Source: an optimization exercise on an open RTL-to-GDS flow (aim: small area, a short achievable clock period and few clock cycles). Production flows keep margins and buffers that such runs may drop. Where RTL was checked, it was by simulation tests only, not by an equivalence proof against the original. Power is estimated from default activity; no workload was simulated.

// pcap_stream_deframer_core
module pcap_stream_deframer_core
#(
    parameter int unsigned OUT_DEPTH = psdf_pkg::OUT_DEPTH_DEFAULT
)
(
    input  logic             clk,
    input  logic             rst_n,
    input  logic             s_tvalid,
    output logic             s_tready,
    input  logic [7:0]       s_tdata,    
    input  logic             s_tuser,    
    input  logic             s_tlast,    
    output logic             m_tvalid,
    input  logic             m_tready,
    output logic [159:0]     m_tdata,
    output logic [2:0]       m_tuser,    
    output logic             m_tlast,    
    input  logic             cfg_valid,
    output logic             cfg_ready,
    input  logic [psdf_pkg::CAP_W-1:0] cfg_data    
);
Size in the first run: roughly 880 cells after synthesis, ~270 flip-flops, roughly 0.012 mm2 of cells after synthesis.
Settings: LEC_CHECK=0, CAP_MARGIN=20, CORE_MARGIN=2, CORE_UTILIZATION=40, CTS_CLUSTER_DIAMETER=70, CTS_CLUSTER_SIZE=25, SETUP_SLACK_MARGIN=3.2, SLEW_MARGIN=20, TNS_END_PERCENT=100; clock period 5.5 ns.
standard.sh (not shown) runs the stock make flow with config.mk's settings and CLKGATE_MAP_FILE= SYNTH_SCRIPT=/design/flow/synth_recipe.tcl, a recipe that flattens the netlist after the stock synthesis.
==> flow/flow/run.sh <==
#!/bin/bash
# The standard layout (standard.sh: the standard flow's synthesis and ORFS flow, with
# config.mk's settings), with one change: the port buffers that ORFS puts
# on every input and output are buf_2 cells instead of the cell buffer_ports
# picks by itself.
set -euo pipefail
export BUFFER_PORTS_ARGS="-buffer_cell sky130_fd_sc_hd__buf_2"
bash standard.sh > standard_flow.log 2>&1
Testbench counts at the start, summed over its fixed seeds: cycles 241,439.
Next try:
--- a/flow/design.v
+++ b/flow/design.v
@@ -32,12 +32,13 @@
     logic [7:0]  in_b, sk_b;
     logic        in_bv, sk_bv;
     logic        in_eos, sk_eos;
     logic        o_v;
     logic        o_pay;      
     logic        o_stat;     
+    logic        o_hdr;      
     logic [3:0]  o_st;
     logic        o_lip;
     logic        o_loi;
     logic [1:0]  ph;
     logic [4:0]  idx;
     logic [1:0]  err;        
@@ -46,34 +47,33 @@
     logic        gt;
     logic        hinz;
     logic        over_lim;   
     logic        rem_zero;   
     logic        rem_one;    
     logic [18:0] rem;
-    logic [18:0] cl;
     logic [18:0] lim;
     logic [31:0] snap;
     logic [31:0] cnt;
     logic [95:0] sr;
     logic [7:0]  pb;
     logic acc, go, pop, bstep;
-    logic cl_clr;
+    logic hdr_clr;
     logic [7:0] hd;
     function automatic logic [3:0] hdr_pos(input int k);
         hdr_pos = (k < 8) ? 4'(k) : 4'(k + 4);
     endfunction
     assign s_tready  = rdy;
     assign cfg_ready = 1'b1;
     assign m_tvalid  = o_v;
     assign acc   = s_tvalid && rdy;
     assign go    = in_v && (!o_v || m_tready);
     assign bstep = go && in_bv;
     assign pop   = go && !(in_bv && in_eos);
-    assign cl_clr = ph != PH_REC || (!in_bv && in_eos)
+    assign hdr_clr = ph != PH_REC || (!in_bv && in_eos)
                     || (in_bv && idx[3:0] == 4'd15 && (gt || over_lim));
-    assign hd     = cl_clr ? 8'd0 : in_b;
+    assign hd     = hdr_clr ? 8'd0 : in_b;
     logic        fh_ok;
     logic [1:0]  fh_code;
     logic [1:0]  err_n;
     logic [1:0]  fh_fin;
     logic        rec_last;
     logic [3:0]  rec_st;
@@ -294,28 +294,23 @@
             sk_eos <= s_tlast;
         end
         if (go)
         begin
             o_pay  <= res_pay;
             o_stat <= res_stat;
+            o_hdr  <= !res_pay && !res_stat;
             o_st   <= res_st;
             o_lip  <= res_lip;
             o_loi  <= res_loi;
         end
         if (go)
         begin
             for (int k = 0; k < 12; k++)
-                if (cl_clr || (ph == PH_REC && in_bv && idx[3:0] == hdr_pos(k)))
+                if (hdr_clr || (ph == PH_REC && in_bv && idx[3:0] == hdr_pos(k)))
                     sr[8*k +: 8] <= hd;
             pb <= (ph == PH_DATA && in_bv) ? in_b : 8'd0;
-            if (cl_clr || (ph == PH_REC && in_bv && idx[3:0] == 4'd8))
-                cl[7:0]   <= hd;
-            if (cl_clr || (ph == PH_REC && in_bv && idx[3:0] == 4'd9))
-                cl[15:8]  <= hd;
-            if (cl_clr || (ph == PH_REC && in_bv && idx[3:0] == 4'd10))
-                cl[18:16] <= hd[2:0];
         end
         if (bstep && snap_en)
             snap <= {(ph == PH_FILE) ? in_b : snap[7:0], snap[31:8]};
         if (bstep && ph == PH_REC && cap_byte)
         begin
             gt <= (in_b > snap[7:0]) || (in_b == snap[7:0] && gt && idx[1:0] != 2'd0);
@@ -335,10 +330,10 @@
         if (bstep && ph == PH_FILE)
             chk <= !fh_ok;
         rem_one <= (bstep && ph == PH_DATA) ? (rem == 19'd2) : (rem == 19'd1);
         over_lim <= hinz || (rem > lim);
         rem_zero <= rem == 19'd0;
     end
-    assign m_tdata = {cnt, o_st, cl, sr[95:64], nano, sr[63:32], sr[31:0], pb};
+    assign m_tdata = {cnt, o_st, rem & {19{o_hdr}}, sr[95:64], nano, sr[63:32], sr[31:0], pb};
     assign m_tuser = {o_loi, o_stat, o_pay};
     assign m_tlast = o_lip;
 endmodule
Flip-flop and latch count falls by 18.
Routed wire length rises slightly.
Sequential power falls by a few percent.
Setup slack is worse by 0.24 ns.
Cell count rises by a few percent.
Via count rises by a few percent.
Area after synthesis falls by a few percent.
Maximum frequency falls by roughly a tenth.
Synthesized cell count rises by a few percent.
First-iteration DRC count rises slightly.
Die area falls by a few percent.
Global-route usage rises by 0.74 points.
Power falls by a few percent.
Hold slack hardly moves.
No functional check of the RTL was part of the second run of this note.


The RTL this note starts from:
==> flow/design.v <==
package psdf_pkg;
    localparam int unsigned CAP_W             = 19;
    localparam int unsigned OUT_DEPTH_DEFAULT = 1;
    localparam logic [CAP_W-1:0] MAX_CAP_RESET = 19'd65535;
endpackage
module pcap_stream_deframer_core
#(
    parameter int unsigned OUT_DEPTH = psdf_pkg::OUT_DEPTH_DEFAULT
)
(
    input  logic             clk,
    input  logic             rst_n,
    input  logic             s_tvalid,
    output logic             s_tready,
    input  logic [7:0]       s_tdata,    
    input  logic             s_tuser,    
    input  logic             s_tlast,    
    output logic             m_tvalid,
    input  logic             m_tready,
    output logic [159:0]     m_tdata,
    output logic [2:0]       m_tuser,    
    output logic             m_tlast,    
    input  logic             cfg_valid,
    output logic             cfg_ready,
    input  logic [psdf_pkg::CAP_W-1:0] cfg_data    
);
    localparam logic [1:0] PH_FILE = 2'd0;
    localparam logic [1:0] PH_REC  = 2'd1;
    localparam logic [1:0] PH_DATA = 2'd2;
    localparam logic [1:0] PH_STOP = 2'd3;
    logic        in_v, sk_v, rdy;
    logic [7:0]  in_b, sk_b;
    logic        in_bv, sk_bv;
    logic        in_eos, sk_eos;
    logic        o_v;
    logic        o_pay;      
    logic        o_stat;     
    logic [3:0]  o_st;
    logic        o_lip;
    logic        o_loi;
    logic [1:0]  ph;
    logic [4:0]  idx;
    logic [1:0]  err;        
    logic        chk;        
    logic        nano;
    logic        gt;
    logic        hinz;
    logic        over_lim;   
    logic        rem_zero;   
    logic        rem_one;    
    logic [18:0] rem;
    logic [18:0] cl;
    logic [18:0] lim;
    logic [31:0] snap;
    logic [31:0] cnt;
    logic [95:0] sr;
    logic [7:0]  pb;
    logic acc, go, pop, bstep;
    logic cl_clr;
    logic [7:0] hd;
    function automatic logic [3:0] hdr_pos(input int k);
        hdr_pos = (k < 8) ? 4'(k) : 4'(k + 4);
    endfunction
    assign s_tready  = rdy;
    assign cfg_ready = 1'b1;
    assign m_tvalid  = o_v;
    assign acc   = s_tvalid && rdy;
    assign go    = in_v && (!o_v || m_tready);
    assign bstep = go && in_bv;
    assign pop   = go && !(in_bv && in_eos);
    assign cl_clr = ph != PH_REC || (!in_bv && in_eos)
                    || (in_bv && idx[3:0] == 4'd15 && (gt || over_lim));
    assign hd     = cl_clr ? 8'd0 : in_b;
    logic        fh_ok;
    logic [1:0]  fh_code;
    logic [1:0]  err_n;
    logic [1:0]  fh_fin;
    logic        rec_last;
    logic [3:0]  rec_st;
    logic        cap_byte;
    logic        res;
    logic        res_pay;
    logic        res_stat;
    logic [3:0]  res_st;
    logic        res_lip;
    logic        res_loi;
    logic [1:0]  ph_n;
    logic [4:0]  idx_n;
    logic        cnt_inc;
    logic        snap_en;
    logic        nano_n;
    always_comb
    begin
        case (idx)
            5'd0:    fh_ok = (in_b == 8'hd4) || (in_b == 8'h4d);
            5'd1:    fh_ok = in_b == (nano ? 8'h3c : 8'hc3);
            5'd2:    fh_ok = in_b == 8'hb2;
            5'd3:    fh_ok = in_b == 8'ha1;
            5'd4:    fh_ok = in_b == 8'h02;
            5'd5:    fh_ok = in_b == 8'h00;
            5'd6:    fh_ok = in_b == 8'h04;
            5'd7:    fh_ok = in_b == 8'h00;
            5'd20:   fh_ok = in_b == 8'h01;
            5'd21:   fh_ok = in_b == 8'h00;
            5'd22:   fh_ok = in_b == 8'h00;
            5'd23:   fh_ok = in_b[1:0] == 2'b00;
            default: fh_ok = 1'b1;
        endcase
        fh_code = idx[4] ? 2'd3 : ((idx[3] || (idx[2] && idx[1:0] != 2'd0)) ? 2'd2 : 2'd1);
        err_n   = (idx != 5'd0 && err == 2'd0 && chk) ? fh_code : err;
        fh_fin  = (err != 2'd0) ? err : ((chk || in_b[1:0] != 2'b00) ? 2'd3 : 2'd0);
        rec_st   = gt ? 4'd4 : (over_lim ? 4'd5 : 4'd0);
        rec_last = idx[3:0] == 4'd15;
        cap_byte = idx[3:2] == 2'b10;
        res      = 1'b0;
        res_pay  = 1'b0;
        res_stat = 1'b1;
        res_st   = 4'd0;
        res_lip  = 1'b0;
        res_loi  = 1'b1;
        ph_n     = ph;
        idx_n    = idx;
        cnt_inc  = 1'b0;
        snap_en  = 1'b0;
        nano_n   = nano;
        if (in_bv)
        begin
            case (ph)
                PH_FILE:
                begin
                    snap_en = idx[4:2] == 3'b100;
                    if (idx == 5'd0)
                        nano_n = in_b == 8'h4d;
                    if (idx == 5'd23)
                    begin
                        idx_n  = 5'd0;
                        nano_n = nano && err != 2'd1;
                        if (fh_fin != 2'd0)
                        begin
                            res    = 1'b1;
                            res_st = {2'b00, fh_fin};
                            ph_n   = PH_STOP;
                        end
                        else
                            ph_n = PH_REC;
                    end
                    else
                        idx_n = idx + 5'd1;
                end
                PH_REC:
                begin
                    snap_en = cap_byte;
                    if (rec_last)
                    begin
                        idx_n = 5'd0;
                        res   = 1'b1;
                        if (rec_st != 4'd0)
                        begin
                            res_st = rec_st;
                            ph_n   = PH_STOP;
                        end
                        else
                        begin
                            res_stat = 1'b0;
                            res_loi  = !in_eos;
                            if (rem_zero)
                            begin
                                res_lip = 1'b1;
                                cnt_inc = 1'b1;
                            end
                            else
                                ph_n = PH_DATA;
                        end
                    end
                    else
                        idx_n = idx + 5'd1;
                end
                PH_DATA:
                begin
                    res      = 1'b1;
                    res_pay  = 1'b1;
                    res_stat = 1'b0;
                    res_loi  = !in_eos;
                    if (rem_one)
                    begin
                        res_lip = 1'b1;
                        cnt_inc = 1'b1;
                        ph_n    = PH_REC;
                    end
                end
                default:
                begin
                end
            endcase
        end
        else if (in_eos && ph != PH_STOP)
        begin
            res  = 1'b1;
            ph_n = PH_STOP;
            case (ph)
                PH_FILE:
                begin
                    res_st = 4'd6;
                    nano_n = 1'b0;
                end
                PH_REC:  res_st = (idx != 5'd0) ? 4'd7 : 4'd9;
                default: res_st = 4'd8;
            endcase
        end
    end
    always_ff @(posedge clk or negedge rst_n)
    begin
        if (!rst_n)
        begin
            in_v <= 1'b0;
            sk_v <= 1'b0;
            rdy  <= 1'b1;
            o_v  <= 1'b0;
            ph   <= PH_FILE;
            idx  <= 5'd0;
            err  <= 2'd0;
            nano <= 1'b0;
            cnt  <= 32'd0;
            lim  <= psdf_pkg::MAX_CAP_RESET;
        end
        else
        begin
            if (pop)
            begin
                in_v <= sk_v || acc;
                sk_v <= 1'b0;
                rdy  <= 1'b1;
            end
            else if (acc)
            begin
                if (in_v)
                begin
                    sk_v <= 1'b1;
                    rdy  <= 1'b0;
                end
                else
                    in_v <= 1'b1;
            end
            if (go)
                o_v <= res;
            else if (m_tready)
                o_v <= 1'b0;
            if (go)
            begin
                ph   <= ph_n;
                idx  <= idx_n;
                nano <= nano_n;
                if (ph == PH_FILE && in_bv)
                    err <= err_n;
                if (cnt_inc)
                    cnt <= cnt + 32'd1;
            end
            if (cfg_valid)
                lim <= cfg_data;
        end
    end
    always_ff @(posedge clk)
    begin
        if (pop)
        begin
            if (sk_v)
            begin
                in_b   <= sk_b;
                in_bv  <= sk_bv;
                in_eos <= sk_eos;
            end
            else
            begin
                in_b   <= s_tdata;
                in_bv  <= s_tuser;
                in_eos <= s_tlast;
            end
        end
        else
        begin
            if (go)
                in_bv <= 1'b0;
            if (acc && !in_v)
            begin
                in_b   <= s_tdata;
                in_bv  <= s_tuser;
                in_eos <= s_tlast;
            end
        end
        if (acc && in_v && !pop)
        begin
            sk_b   <= s_tdata;
            sk_bv  <= s_tuser;
            sk_eos <= s_tlast;
        end
        if (go)
        begin
            o_pay  <= res_pay;
            o_stat <= res_stat;
            o_st   <= res_st;
            o_lip  <= res_lip;
            o_loi  <= res_loi;
        end
        if (go)
        begin
            for (int k = 0; k < 12; k++)
                if (cl_clr || (ph == PH_REC && in_bv && idx[3:0] == hdr_pos(k)))
                    sr[8*k +: 8] <= hd;
            pb <= (ph == PH_DATA && in_bv) ? in_b : 8'd0;
            if (cl_clr || (ph == PH_REC && in_bv && idx[3:0] == 4'd8))
                cl[7:0]   <= hd;
            if (cl_clr || (ph == PH_REC && in_bv && idx[3:0] == 4'd9))
                cl[15:8]  <= hd;
            if (cl_clr || (ph == PH_REC && in_bv && idx[3:0] == 4'd10))
                cl[18:16] <= hd[2:0];
        end
        if (bstep && snap_en)
            snap <= {(ph == PH_FILE) ? in_b : snap[7:0], snap[31:8]};
        if (bstep && ph == PH_REC && cap_byte)
        begin
            gt <= (in_b > snap[7:0]) || (in_b == snap[7:0] && gt && idx[1:0] != 2'd0);
            case (idx[1:0])
                2'd0: rem[7:0]   <= in_b;
                2'd1: rem[15:8]  <= in_b;
                2'd2:
                begin
                    rem[18:16] <= in_b[2:0];
                    hinz       <= in_b[7:3] != 5'd0;
                end
                default: hinz <= hinz || (in_b != 8'd0);
            endcase
        end
        if (bstep && ph == PH_DATA)
            rem <= rem - 19'd1;
        if (bstep && ph == PH_FILE)
            chk <= !fh_ok;
        rem_one <= (bstep && ph == PH_DATA) ? (rem == 19'd2) : (rem == 19'd1);
        over_lim <= hinz || (rem > lim);
        rem_zero <= rem == 19'd0;
    end
    assign m_tdata = {cnt, o_st, cl, sr[95:64], nano, sr[63:32], sr[31:0], pb};
    assign m_tuser = {o_loi, o_stat, o_pay};
    assign m_tlast = o_lip;
endmodule
export LEC_CHECK = 0
export CAP_MARGIN = 20
export CORE_MARGIN = 2
export CORE_UTILIZATION = 40
export SETUP_SLACK_MARGIN = 3.2
export SLEW_MARGIN = 20
export TNS_END_PERCENT = 100
create_clock -name core_clock -period 5.5 [get_ports {clk}]
Scripts as last shown in full above: flow/flow/run.sh
Testbench counts at the start, summed over its fixed seeds: cycles 241,439.
Next try:
--- a/flow/design.v
+++ b/flow/design.v
@@ -37,20 +37,18 @@
     logic        o_stat;     
     logic [3:0]  o_st;
     logic        o_lip;
     logic        o_loi;
     logic [1:0]  ph;
     logic [4:0]  idx;
-    logic [1:0]  err;        
-    logic        chk;        
+    logic [1:0]  err;
     logic        nano;
     logic        gt;
     logic        hinz;
     logic        over_lim;   
     logic        rem_zero;   
-    logic        rem_one;    
     logic [18:0] rem;
     logic [18:0] cl;
     logic [18:0] lim;
     logic [31:0] snap;
     logic [31:0] cnt;
     logic [95:0] sr;
@@ -71,15 +69,15 @@
     assign cl_clr = ph != PH_REC || (!in_bv && in_eos)
                     || (in_bv && idx[3:0] == 4'd15 && (gt || over_lim));
     assign hd     = cl_clr ? 8'd0 : in_b;
     logic        fh_ok;
     logic [1:0]  fh_code;
     logic [1:0]  err_n;
-    logic [1:0]  fh_fin;
     logic        rec_last;
     logic [3:0]  rec_st;
+    logic        rem_one;
     logic        cap_byte;
     logic        res;
     logic        res_pay;
     logic        res_stat;
     logic [3:0]  res_st;
     logic        res_lip;
@@ -103,17 +101,17 @@
             5'd20:   fh_ok = in_b == 8'h01;
             5'd21:   fh_ok = in_b == 8'h00;
             5'd22:   fh_ok = in_b == 8'h00;
             5'd23:   fh_ok = in_b[1:0] == 2'b00;
             default: fh_ok = 1'b1;
         endcase
-        fh_code = idx[4] ? 2'd3 : ((idx[3] || (idx[2] && idx[1:0] != 2'd0)) ? 2'd2 : 2'd1);
-        err_n   = (idx != 5'd0 && err == 2'd0 && chk) ? fh_code : err;
-        fh_fin  = (err != 2'd0) ? err : ((chk || in_b[1:0] != 2'b00) ? 2'd3 : 2'd0);
+        fh_code = idx[4] ? 2'd3 : (idx[2] ? 2'd2 : 2'd1);
+        err_n   = (err == 2'd0 && !fh_ok) ? fh_code : err;
         rec_st   = gt ? 4'd4 : (over_lim ? 4'd5 : 4'd0);
         rec_last = idx[3:0] == 4'd15;
+        rem_one  = rem == 19'd1;
         cap_byte = idx[3:2] == 2'b10;
         res      = 1'b0;
         res_pay  = 1'b0;
         res_stat = 1'b1;
         res_st   = 4'd0;
         res_lip  = 1'b0;
@@ -128,20 +126,21 @@
             case (ph)
                 PH_FILE:
                 begin
                     snap_en = idx[4:2] == 3'b100;
                     if (idx == 5'd0)
                         nano_n = in_b == 8'h4d;
+                    else if (idx[4:2] == 3'b000 && !fh_ok)
+                        nano_n = 1'b0;
                     if (idx == 5'd23)
                     begin
-                        idx_n  = 5'd0;
-                        nano_n = nano && err != 2'd1;
-                        if (fh_fin != 2'd0)
+                        idx_n = 5'd0;
+                        if (err_n != 2'd0)
                         begin
                             res    = 1'b1;
-                            res_st = {2'b00, fh_fin};
+                            res_st = {2'b00, err_n};
                             ph_n   = PH_STOP;
                         end
                         else
                             ph_n = PH_REC;
                     end
                     else
@@ -329,15 +328,12 @@
                 end
                 default: hinz <= hinz || (in_b != 8'd0);
             endcase
         end
         if (bstep && ph == PH_DATA)
             rem <= rem - 19'd1;
-        if (bstep && ph == PH_FILE)
-            chk <= !fh_ok;
-        rem_one <= (bstep && ph == PH_DATA) ? (rem == 19'd2) : (rem == 19'd1);
         over_lim <= hinz || (rem > lim);
         rem_zero <= rem == 19'd0;
     end
     assign m_tdata = {cnt, o_st, cl, sr[95:64], nano, sr[63:32], sr[31:0], pb};
     assign m_tuser = {o_loi, o_stat, o_pay};
     assign m_tlast = o_lip;
Outcome:
- The new run finished clean
- synthesized cell count climbs by 3.0%
- first-iteration DRC count fell by 24%
- wire length grows by 7.5%
- worst setup slack loses 0.16 ns
- via count rose by 5.4%
- clock skew goes up by 0.0052 ns
- worst hold slack hardly moves
- count of clock-buffer cells in the layout went up by 7
- sequential power stays flat
- power falls by 4.3%
- cell count rose by 3.3%
- die area came out higher by 0.78%
Function not checked in the second run of this note: the RTL went through the layout flow alone.

-- afterwards: timing with drivers on the ports --
The flow's constraints put no driver on any port. The routed layouts listed below were extracted and timed again, unchanged, in two steps. Step 1, drivers: a clkbuf_16 drives clk and a buf_2 each remaining input, both assumed. Step 2 moves the port delays by t, midway between the first and last clock arrival at a register: inputs arrive t later, outputs are due t later. That takes back most of the time a late clock gives input paths. Slacks: ideal / step 1 / step 2; pairs: ideal / step 1.
| run | t, ns | setup WS [ns] | worst register clock-pin slew, ns | worst slew at a driven data input, ns |
|---|---|---|---|---|
| the first run of note 1 | 0.552 | 3.239 / 3.189 / 2.728 | 0.09 / 0.09 | 0.03 |
| the second run of note 1 | 0.540 | 3.003 / 2.958 / 2.790 | 0.09 / 0.09 | 0.04 |
| the first run of note 2 | 0.584 | 3.234 / 3.183 / 2.710 | 0.07 / 0.07 | 0.03 |
| the second run of note 2 | 0.597 | 3.071 / 3.071 / 2.616 | 0.06 / 0.06 | 0.04 |
After both steps every run listed still meets setup and hold. For the first run of note 2, which loses most, drivers alone change the setup slack by -0.051 ns; drivers and shift together by -0.524 ns.
